Context: an optimization exercise on an open-source flow, tuned for small area, a short achievable clock period and few clock cycles. The choices shown serve that exercise and are no tape-out recipe.
At most, simulation tests tie the RTL to the original design; equivalence was not proved.

## north
==> flow/design.v <==
`timescale 1ns / 1ps
package rau_pkg;
  localparam logic [1:0] ACT_REDUCE = 2'd0;
  localparam logic [1:0] ACT_ADD    = 2'd1;
  localparam logic [1:0] ACT_MUL    = 2'd2;
  localparam logic [1:0] ACT_EQUAL  = 2'd3;
endpackage
module rau_add #(
  parameter int W = 64
) (
  input  logic [W-1:0] a,
  input  logic [W-1:0] b,
  input  logic         cin,
  output logic [W-1:0] s,
  output logic         cout
);
  function automatic int levels(input int w);
    levels = 0;
    for (int i = 0; i < 31; i++) if ((1 << i) < w) levels = i + 1;
  endfunction
  localparam int L = levels(W);
  logic [W-1:0] g [0:L];
  logic [W-1:0] p [0:L];
  logic [W-1:0] p0;
  assign p0 = a ^ b;
  assign g[0] = {a[W-1:1] & b[W-1:1], (a[0] & b[0]) | (p0[0] & cin)};
  assign p[0] = p0;
  for (genvar l = 0; l < L; l++) begin : g_lv
    for (genvar i = 0; i < W; i++) begin : g_bit
      if (((i >> l) & 1) != 0) begin : g_node
        localparam int J = ((i >> l) << l) - 1;
        assign g[l+1][i] = g[l][i] | (p[l][i] & g[l][J]);
        assign p[l+1][i] = p[l][i] & p[l][J];
      end else begin : g_pass
        assign g[l+1][i] = g[l][i];
        assign p[l+1][i] = p[l][i];
      end
    end
  end
  assign s = p0 ^ {g[L][W-2:0], cin};
  assign cout = g[L][W-1];
endmodule
`timescale 1ns / 1ps
module rau_ctrl (
  input  logic               clk,
  input  logic               rst,
  input  logic               in_valid,
  output logic               in_stall,
  input  logic [1:0]         action,
  input  logic [31:0]        first_num,
  input  logic [31:0]        first_den,
  input  logic [31:0]        second_num,
  input  logic [31:0]        second_den,
  input  logic               take,       
  output logic               full,       
  output logic               pq_eq,      
  output logic               pq_eqv,     
  output logic [63:0]        p,          
  output logic [63:0]        q,          
  output logic               sp,         
  output logic               sq,         
  output logic               pfix        
);
  logic        ready, busy, last, is_add, is_red, flip_p, flip_q;
  logic [31:0] oa, ob;          
  logic [3:0]  cnt;
  logic [35:0] p_hi;
  logic [31:0] p_lo;
  logic [34:0] q_hi;
  logic [31:0] q_lo;
  assign in_stall = !ready;
  assign p = {p_hi[31:0], p_lo};
  assign q = {q_hi[31:0], q_lo};
  wire accept = in_valid && ready;
  wire prod_in = (action != rau_pkg::ACT_EQUAL);
  assign sp = is_add ? p_hi[31] : flip_p;
  assign sq = flip_q;
  assign pfix = is_add && p_hi[31];
  function automatic logic [2:0] bdec(input logic [2:0] b, input logic f);
    logic one, two;
    one = b[1] ^ b[0];
    two = (b == 3'b100) || (b == 3'b011);
    bdec = {one, two, (b[2] ^ f) && (one || two)};
  endfunction
  function automatic logic [35:0] bpp(input logic [31:0] x, input logic [2:0] d);
    logic [35:0] xe, m;
    xe = {{4{x[31]}}, x};
    m = d[2] ? xe : (d[1] ? {xe[34:0], 1'b0} : 36'd0);
    bpp = m ^ {36{d[0]}};
  endfunction
  logic [2:0] ka, kc, kq;       
  wire        add_in = (action == rau_pkg::ACT_ADD);
  wire        red_in = (action == rau_pkg::ACT_REDUCE);
  wire [31:0] pl_in = red_in ? 32'd1 : second_num;
  wire [31:0] ql_in = red_in ? 32'd1 : second_den;
  wire        fp_in = red_in ? first_num[31] :
                      (action == rau_pkg::ACT_MUL) && (first_num[31] ^ second_num[31]);
  wire        fq_in = red_in ? first_den[31] : (first_den[31] ^ second_den[31]);
  wire [2:0]  pd_n = accept ? {pl_in[1:0], 1'b0} : {p_lo[3:2], p_lo[1]};
  wire [2:0]  qd_n = accept ? {ql_in[1:0], 1'b0} : {q_lo[3:2], q_lo[1]};
  wire        add_n = accept ? add_in : is_add;
  wire        fp_n = accept ? fp_in : flip_p;
  wire        fq_n = accept ? fq_in : flip_q;
  always_ff @(posedge clk) begin
    ka <= bdec(add_n ? qd_n : pd_n, fp_n);
    kc <= add_n ? bdec(pd_n, fp_n) : 3'b000;
    kq <= bdec(qd_n, fq_n);
  end
  wire [35:0] ta = bpp(oa, ka);
  wire [35:0] tc = bpp(ob, kc);
  wire [35:0] tb = bpp(ob, kq);
  wire na = ka[0];
  wire nc = kc[0];
  wire nq = kq[0];
  wire [35:0] cs_s = p_hi ^ ta ^ tc;
  wire [35:0] cs_c = {(p_hi[34:0] & ta[34:0]) | (p_hi[34:0] & tc[34:0]) | (ta[34:0] & tc[34:0]), na};
  wire [35:0] psum;
  wire [34:0] qsum;
  rau_add #(.W(36)) u_p (.a(cs_s), .b(cs_c), .cin(nc), .s(psum), .cout());
  rau_add #(.W(35)) u_q (.a(q_hi), .b(tb[34:0]), .cin(nq), .s(qsum), .cout());
  wire full_n = (full && !take) || (accept && !prod_in) || (busy && last);
  wire busy_n = (busy && !last) || (accept && prod_in);
  always_ff @(posedge clk) begin
    if (rst) begin
      ready <= 1'b1;
      busy <= 1'b0;
      full <= 1'b0;
    end else begin
      ready <= !busy_n && !full_n;
      busy <= busy_n;
      full <= full_n;
    end
  end
  always_ff @(posedge clk) begin
    if (accept) begin
      is_add <= add_in;
      is_red <= red_in;
      flip_p <= fp_in;
      flip_q <= fq_in;
      pq_eq <= (action == rau_pkg::ACT_EQUAL);
      pq_eqv <= (first_num == second_num) && (first_den == second_den);
      oa <= first_num;
      ob <= first_den;
      cnt <= 4'd0;
      last <= (action == rau_pkg::ACT_REDUCE);
      p_hi <= 36'd0;
      q_hi <= 35'd0;
      p_lo <= pl_in;
      q_lo <= ql_in;
    end else if (busy && is_red) begin
      p_lo <= psum[31:0];
      q_lo <= qsum[31:0];
    end else if (busy) begin
      cnt <= cnt + 4'd1;
      last <= (cnt == 4'd14);
      p_hi <= {{2{psum[35]}}, psum[35:2]};
      p_lo <= {psum[1:0], p_lo[31:2]};
      q_hi <= {{2{qsum[34]}}, qsum[34:2]};
      q_lo <= {qsum[1:0], q_lo[31:2]};
    end
  end
endmodule
`timescale 1ns / 1ps
module rau_datapath (
  input  logic               clk,
  input  logic               rst,
  input  logic               full,
  input  logic               pq_eq,
  input  logic               pq_eqv,
  input  logic [63:0]        p,
  input  logic [63:0]        q,
  input  logic               sp,
  input  logic               sq,
  input  logic               pfix,
  output logic               take,       
  output logic               out_valid,
  input  logic               out_stall,
  output logic [63:0]        out_num,
  output logic [63:0]        out_den,
  output logic               is_equal,
  output logic               status
);
  logic        busy, up, mode, done, fix;
  logic [5:0]  s;
  logic [63:0] ra, rb;
  logic [64:0] xa, xb, ya, yb;
  assign out_valid = busy && done;
  assign out_num = yb[63:0];
  assign out_den = xb[63:0];
  wire load = full && !fix && (!busy || (done && !out_stall));
  assign take = (load && !pfix) || fix;
  wire zz = (p == 64'd0) && (q == 64'd0);
  wire [63:0] d1;
  wire c1, c2, c4;
  wire [64:0] xs, ys;
  rau_add #(.W(64)) u_d1 (.a(ra), .b(~rb), .cin(1'b1), .s(d1), .cout(c1));
  rau_add #(.W(65)) u_c2 (.a({1'b0, ra}), .b(~{rb, 1'b0}), .cin(1'b1), .s(), .cout(c2));
  rau_add #(.W(66)) u_c4 (.a({2'b0, ra}), .b(~{rb, 2'b0}), .cin(1'b1), .s(), .cout(c4));
  rau_add #(.W(65)) u_xs (.a(xa), .b(xb ^ {65{mode}}), .cin(mode), .s(xs), .cout());
  rau_add #(.W(65)) u_ys (.a(ya), .b(yb ^ {65{mode}}), .cin(mode), .s(ys), .cout());
  wire [63:0] ra_n = c1 ? d1 : ra;
  wire [64:0] xa_n = c1 ? xs : xa;
  wire [64:0] ya_n = c1 ? ys : ya;
  wire shift_up = up && c2;
  wire shift_two = up && c4;
  wire swap = !shift_up && (s == 6'd0);
  wire rem_zero = c1 ? (ra == rb) : (ra == 64'd0);
  always_ff @(posedge clk) begin
    if (rst) begin
      busy <= 1'b0;
    end else if (load) begin
      busy <= 1'b1;
    end else if (busy && done && !out_stall) begin
      busy <= 1'b0;
    end
  end
  always_ff @(posedge clk) begin
    fix <= load && pfix && !rst;
    if (load) begin
      done <= pq_eq || (!pfix && q == 64'd0);
      s <= 6'd0;
      up <= 1'b1;
      is_equal <= pq_eq && pq_eqv;
      status <= !pq_eq && zz;
      mode <= sp ^ sq;
      ra <= pfix ? 64'd0 : p;
      rb <= pq_eq ? 64'd0 : (pfix ? p : q);
      xa <= 65'd1;
      xb <= 65'd0;
      ya <= 65'd0;
      yb <= (pq_eq || zz) ? 65'd0 : 65'd1;
    end else if (fix) begin
      done <= (q == 64'd0);
      ra <= d1;
      rb <= q;
    end else begin
      if (shift_up) begin
        ra <= ra;
        xa <= xa;
        ya <= ya;
      end else if (swap) begin
        ra <= rb;
        xa <= xb;
        ya <= yb;
      end else begin
        ra <= ra_n;
        xa <= xa_n;
        ya <= ya_n;
      end
      if (!done) begin
        if (shift_two) begin
          s <= s + 6'd2;
          rb <= {rb[61:0], 2'b0};
          xb <= {xb[62:0], 2'b0};
          yb <= {yb[62:0], 2'b0};
        end else if (shift_up) begin
          s <= s + 6'd1;
          rb <= {rb[62:0], 1'b0};
          xb <= {xb[63:0], 1'b0};
          yb <= {yb[63:0], 1'b0};
        end else if (swap) begin
          done <= rem_zero;
          up <= 1'b1;
          rb <= ra_n;
          xb <= xa_n;
          yb <= ya_n;
        end else begin
          s <= s - 6'd1;
          up <= 1'b0;
          rb <= {1'b0, rb[63:1]};
          xb <= {xb[64], xb[64:1]};
          yb <= {yb[64], yb[64:1]};
        end
      end
    end
  end
endmodule
`timescale 1ns / 1ps
module rational_arithmetic_unit #(
  parameter int OPERAND_WIDTH = 32
) (
  input  logic               clk,
  input  logic               rst,
  input  logic               in_valid,
  output logic               in_stall,
  input  logic [1:0]         action,
  input  logic signed [31:0] first_num,
  input  logic signed [31:0] first_den,
  input  logic signed [31:0] second_num,
  input  logic signed [31:0] second_den,
  output logic               out_valid,
  input  logic               out_stall,
  output logic signed [63:0] out_num,
  output logic signed [63:0] out_den,
  output logic               is_equal,
  output logic               status
);
  logic        take, full, pq_eq, pq_eqv, sp, sq, pfix;
  logic [63:0] p, q;
  rau_ctrl u_ctrl (.clk, .rst, .in_valid, .in_stall, .action, .first_num,
    .first_den, .second_num, .second_den, .take, .full, .pq_eq, .pq_eqv, .p, .q, .sp, .sq, .pfix);
  rau_datapath u_dp (.clk, .rst, .full, .pq_eq, .pq_eqv, .p, .q, .sp, .sq, .pfix, .take,
    .out_valid, .out_stall, .out_num, .out_den, .is_equal, .status);
endmodule
export LEC_CHECK = 0
export CAP_MARGIN = 20
export CORE_MARGIN = 2
export CORE_UTILIZATION = 40
export SLEW_MARGIN = 20
create_clock -name core_clock -period 11.0 [get_ports {clk}]
standard.sh (not shown) runs the stock make flow with config.mk's settings and CLKGATE_MAP_FILE= SYNTH_SCRIPT=/design/flow/synth_recipe.tcl, a recipe that flattens the netlist after the stock synthesis.
==> flow/flow/run.sh <==
#!/bin/bash
# Standard layout, with the timing repair aimed below the clock period and
# plain buffers on the ports.
set -euo pipefail
bash standard.sh finish SETUP_SLACK_MARGIN=6.5 "BUFFER_PORTS_ARGS=-buffer_cell sky130_fd_sc_hd__buf_1" > flow_orfs.log 2>&1
Testbench counts of north, summed over its fixed seeds: cycles 16,243.
Input-level comparison between south and north:
diff --git a/flow/design.v b/flow/design.v
--- a/flow/design.v
+++ b/flow/design.v
@@ -181,28 +181,28 @@
   output logic               status
 );
   logic        busy, up, mode, done, fix;
   logic [5:0]  s;
   logic [63:0] ra, rb;
-  logic [64:0] xa, xb, ya, yb;
+  logic [63:0] xa, xb, ya, yb;
   assign out_valid = busy && done;
-  assign out_num = yb[63:0];
-  assign out_den = xb[63:0];
+  assign out_num = yb;
+  assign out_den = xb;
   wire load = full && !fix && (!busy || (done && !out_stall));
   assign take = (load && !pfix) || fix;
   wire zz = (p == 64'd0) && (q == 64'd0);
   wire [63:0] d1;
   wire c1, c2, c4;
-  wire [64:0] xs, ys;
+  wire [63:0] xs, ys;
   rau_add #(.W(64)) u_d1 (.a(ra), .b(~rb), .cin(1'b1), .s(d1), .cout(c1));
   rau_add #(.W(65)) u_c2 (.a({1'b0, ra}), .b(~{rb, 1'b0}), .cin(1'b1), .s(), .cout(c2));
   rau_add #(.W(66)) u_c4 (.a({2'b0, ra}), .b(~{rb, 2'b0}), .cin(1'b1), .s(), .cout(c4));
-  rau_add #(.W(65)) u_xs (.a(xa), .b(xb ^ {65{mode}}), .cin(mode), .s(xs), .cout());
-  rau_add #(.W(65)) u_ys (.a(ya), .b(yb ^ {65{mode}}), .cin(mode), .s(ys), .cout());
+  rau_add #(.W(64)) u_xs (.a(xa), .b(xb ^ {64{mode}}), .cin(mode), .s(xs), .cout());
+  rau_add #(.W(64)) u_ys (.a(ya), .b(yb ^ {64{mode}}), .cin(mode), .s(ys), .cout());
   wire [63:0] ra_n = c1 ? d1 : ra;
-  wire [64:0] xa_n = c1 ? xs : xa;
-  wire [64:0] ya_n = c1 ? ys : ya;
+  wire [63:0] xa_n = c1 ? xs : xa;
+  wire [63:0] ya_n = c1 ? ys : ya;
   wire shift_up = up && c2;
   wire shift_two = up && c4;
   wire swap = !shift_up && (s == 6'd0);
   wire rem_zero = c1 ? (ra == rb) : (ra == 64'd0);
   always_ff @(posedge clk) begin
@@ -223,14 +223,14 @@
       is_equal <= pq_eq && pq_eqv;
       status <= !pq_eq && zz;
       mode <= sp ^ sq;
       ra <= pfix ? 64'd0 : p;
       rb <= pq_eq ? 64'd0 : (pfix ? p : q);
-      xa <= 65'd1;
-      xb <= 65'd0;
-      ya <= 65'd0;
-      yb <= (pq_eq || zz) ? 65'd0 : 65'd1;
+      xa <= 64'd1;
+      xb <= 64'd0;
+      ya <= 64'd0;
+      yb <= (pq_eq || zz) ? 64'd0 : 64'd1;
     end else if (fix) begin
       done <= (q == 64'd0);
       ra <= d1;
       rb <= q;
     end else begin
@@ -249,29 +249,29 @@
       end
       if (!done) begin
         if (shift_two) begin
           s <= s + 6'd2;
           rb <= {rb[61:0], 2'b0};
-          xb <= {xb[62:0], 2'b0};
-          yb <= {yb[62:0], 2'b0};
+          xb <= {xb[61:0], 2'b0};
+          yb <= {yb[61:0], 2'b0};
         end else if (shift_up) begin
           s <= s + 6'd1;
           rb <= {rb[62:0], 1'b0};
-          xb <= {xb[63:0], 1'b0};
-          yb <= {yb[63:0], 1'b0};
+          xb <= {xb[62:0], 1'b0};
+          yb <= {yb[62:0], 1'b0};
         end else if (swap) begin
           done <= rem_zero;
           up <= 1'b1;
           rb <= ra_n;
           xb <= xa_n;
           yb <= ya_n;
         end else begin
           s <= s - 6'd1;
           up <= 1'b0;
           rb <= {1'b0, rb[63:1]};
-          xb <= {xb[64], xb[64:1]};
-          yb <= {yb[64], yb[64:1]};
+          xb <= {xb[63], xb[63:1]};
+          yb <= {yb[63], yb[63:1]};
         end
       end
     end
   end
 endmodule
[summary]
- south -> north: clock tree cell share of total cell area flat
- Re cell total after placement: north was lower than south.
- Synthesized flop and latch total sits lower in south than in north.
- south — fraction of area in registers 0.51 points lower, north as reference
Function not checked in south: the RTL went through the layout flow alone.

* * *

## v4
Starts from the design.v that is shown in full above.
export LEC_CHECK = 0
export CAP_MARGIN = 20
export CORE_MARGIN = 2
export CORE_UTILIZATION = 40
export SLEW_MARGIN = 20
create_clock -name core_clock -period 11.0 [get_ports {clk}]
==> flow/flow/run.sh <==
#!/bin/bash
# Standard layout, with the timing repair aimed below the clock period.
set -euo pipefail
bash standard.sh finish SETUP_SLACK_MARGIN=6.5 > flow_orfs.log 2>&1
Testbench counts of v4, summed over its fixed seeds: cycles 16,243.
diff inputs: v4 => v37
-- flow/design.v --
<<< v4, line 15
  output logic         cout
);
  function automatic int levels(input int w);
    levels = 0;
    for (int i = 0; i < 31; i++) if ((1 << i) < w) levels = i + 1;
  endfunction
  localparam int L = levels(W);
  logic [W-1:0] g [0:L];
  logic [W-1:0] p [0:L];
>>> v37, line 15
  output logic         cout
);
  localparam int L = $clog2(W);
  logic [W-1:0] g [0:L];
  logic [W-1:0] p [0:L];
<<< v4, line 62
  output logic               pfix        
);
  logic        ready, busy, last, is_add, is_red, flip_p, flip_q;
  logic [31:0] oa, ob;          
  logic [3:0]  cnt;
  logic [35:0] p_hi;
>>> v37, line 58
  output logic               pfix        
);
  logic        ready, busy, acc_now, last, is_add, is_red, flip_p, flip_q;
  logic [3:0]  cnt;
  logic [35:0] p_hi;
<<< v4, line 69
  logic [34:0] q_hi;
  logic [31:0] q_lo;
  assign in_stall = !ready;
  assign p = {p_hi[31:0], p_lo};
  assign q = {q_hi[31:0], q_lo};
  wire accept = in_valid && ready;
  wire prod_in = (action != rau_pkg::ACT_EQUAL);
  assign sp = is_add ? p_hi[31] : flip_p;
>>> v37, line 64
  logic [34:0] q_hi;
  logic [31:0] q_lo;
  assign in_stall = !acc_now;
  assign p = {p_hi[31:0], p_lo};
  assign q = {q_hi[31:0], q_lo};
  wire start = in_valid && ready;
  wire prod_in = (action != rau_pkg::ACT_EQUAL);
  assign sp = is_add ? p_hi[31] : flip_p;
<<< v4, line 92
  wire        add_in = (action == rau_pkg::ACT_ADD);
  wire        red_in = (action == rau_pkg::ACT_REDUCE);
  wire [31:0] pl_in = red_in ? 32'd1 : second_num;
  wire [31:0] ql_in = red_in ? 32'd1 : second_den;
  wire        fp_in = red_in ? first_num[31] :
                      (action == rau_pkg::ACT_MUL) && (first_num[31] ^ second_num[31]);
  wire        fq_in = red_in ? first_den[31] : (first_den[31] ^ second_den[31]);
  wire [2:0]  pd_n = accept ? {pl_in[1:0], 1'b0} : {p_lo[3:2], p_lo[1]};
  wire [2:0]  qd_n = accept ? {ql_in[1:0], 1'b0} : {q_lo[3:2], q_lo[1]};
  wire        add_n = accept ? add_in : is_add;
  wire        fp_n = accept ? fp_in : flip_p;
  wire        fq_n = accept ? fq_in : flip_q;
  always_ff @(posedge clk) begin
    ka <= bdec(add_n ? qd_n : pd_n, fp_n);
>>> v37, line 87
  wire        add_in = (action == rau_pkg::ACT_ADD);
  wire        red_in = (action == rau_pkg::ACT_REDUCE);
  wire [31:0] pl_in = add_in ? first_den :
                      (action == rau_pkg::ACT_MUL) ? second_num : 32'd1;
  wire [31:0] ql_in = red_in ? 32'd1 : second_den;
  wire        fp_in = red_in ? first_num[31] :
                      (action == rau_pkg::ACT_MUL) && (first_num[31] ^ second_num[31]);
  wire        fq_in = red_in ? first_den[31] : (first_den[31] ^ second_den[31]);
  wire [2:0]  pd_n = start ? {pl_in[1:0], 1'b0} : {p_lo[3:2], p_lo[1]};
  wire [2:0]  qd_n = start ? {ql_in[1:0], 1'b0} : {q_lo[3:2], q_lo[1]};
  wire        add_n = start ? add_in : is_add;
  wire        fp_n = start ? fp_in : flip_p;
  wire        fq_n = start ? fq_in : flip_q;
  always_ff @(posedge clk) begin
    ka <= bdec(add_n ? qd_n : pd_n, fp_n);
<<< v4, line 107
    kq <= bdec(qd_n, fq_n);
  end
  wire [35:0] ta = bpp(oa, ka);
  wire [35:0] tc = bpp(ob, kc);
  wire [35:0] tb = bpp(ob, kq);
  wire na = ka[0];
  wire nc = kc[0];
>>> v37, line 103
    kq <= bdec(qd_n, fq_n);
  end
  wire [35:0] ta = bpp(first_num, ka);
  wire [35:0] tc = bpp(second_num, kc);
  wire [35:0] tb = bpp(first_den, kq);
  wire na = ka[0];
  wire nc = kc[0];
<<< v4, line 119
  rau_add #(.W(36)) u_p (.a(cs_s), .b(cs_c), .cin(nc), .s(psum), .cout());
  rau_add #(.W(35)) u_q (.a(q_hi), .b(tb[34:0]), .cin(nq), .s(qsum), .cout());
  wire full_n = (full && !take) || (accept && !prod_in) || (busy && last);
  wire busy_n = (busy && !last) || (accept && prod_in);
  always_ff @(posedge clk) begin
    if (rst) begin
      ready <= 1'b1;
      busy <= 1'b0;
      full <= 1'b0;
    end else begin
      ready <= !busy_n && !full_n;
      busy <= busy_n;
      full <= full_n;
    end
  end
  always_ff @(posedge clk) begin
    if (accept) begin
      is_add <= add_in;
      is_red <= red_in;
>>> v37, line 115
  rau_add #(.W(36)) u_p (.a(cs_s), .b(cs_c), .cin(nc), .s(psum), .cout());
  rau_add #(.W(35)) u_q (.a(q_hi), .b(tb[34:0]), .cin(nq), .s(qsum), .cout());
  wire abort = (busy || acc_now) && !in_valid;
  wire full_n = (full && !take) || (acc_now && in_valid);
  wire busy_n = !abort && ((busy && !last) || (start && prod_in));
  wire acc_n = !abort && ((start && (!prod_in || action == rau_pkg::ACT_REDUCE)) ||
                          (busy && cnt == 4'd14 && !is_red));
  always_ff @(posedge clk) begin
    if (rst) begin
      ready <= 1'b1;
      busy <= 1'b0;
      acc_now <= 1'b0;
      full <= 1'b0;
    end else begin
      ready <= !busy_n && !acc_n && !full_n;
      busy <= busy_n;
      acc_now <= acc_n;
      full <= full_n;
    end
  end
  always_ff @(posedge clk) begin
    if (start) begin
      is_add <= add_in;
      is_red <= red_in;
<<< v4, line 140
      pq_eq <= (action == rau_pkg::ACT_EQUAL);
      pq_eqv <= (first_num == second_num) && (first_den == second_den);
      oa <= first_num;
      ob <= first_den;
      cnt <= 4'd0;
      last <= (action == rau_pkg::ACT_REDUCE);
>>> v37, line 141
      pq_eq <= (action == rau_pkg::ACT_EQUAL);
      pq_eqv <= (first_num == second_num) && (first_den == second_den);
      cnt <= 4'd0;
      last <= (action == rau_pkg::ACT_REDUCE);
v37 ended up with a higher routed wire length than v4 did. Per the comparison of v37 with v4, logic depth of the worst register-to-register path increased 3, number of instances on the worst hold path stayed essentially flat, post-route standard cell area excluding fillers saw a decrease. Of v37 and v4, the run reporting the lower average cell area after synthesis was v37. v37 vs. v4: multi-input combinational cell count increased by 73 relative to the old numbers; area taken by flip-flops and latches has decreased; setup slack now smaller.
Only the layout flow was run in v37; the RTL was not checked for function there.

[port drivers added, routing unchanged]
The results above use ideal ports. As a check the final layouts listed here were re-extracted and re-timed, cells and wires unchanged.
Step 1 (the two cells are an assumption about what drives the block):
set clk [get_ports {clk}]
set_driving_cell -lib_cell sky130_fd_sc_hd__clkbuf_16 $clk
set_driving_cell -lib_cell sky130_fd_sc_hd__buf_2 [delete_from_list [all_inputs] $clk]
Step 2 moves the port delays by t, midway between the first and last clock arrival at a register: inputs arrive t later, outputs are due t later. That takes back most of the time a late clock gives input paths.
a / b / c = ideal / step 1 / step 2; a / b = the first two.
| run | t (ns) | slack for setup (ns) | worst setup path at the end | worst register clock-pin slew, ns |
|---|---|---|---|---|
| north | 0.782 | 6.491 / 6.491 / 5.825 | input to register | 0.07 / 0.07 |
| south | 0.761 | 6.479 / 6.479 / 5.805 | input to register | 0.06 / 0.06 |
| v4 | 0.768 | 6.508 / 6.508 / 5.813 | input to register | 0.07 / 0.07 |
| v37 | 0.740 | 5.177 / 5.216 / 4.477 | input to register | 0.06 / 0.06 |
After both steps setup and hold are still met in every run listed. For v37, which loses most, drivers alone change the setup slack by +0.039 ns; drivers and shift together by -0.700 ns.
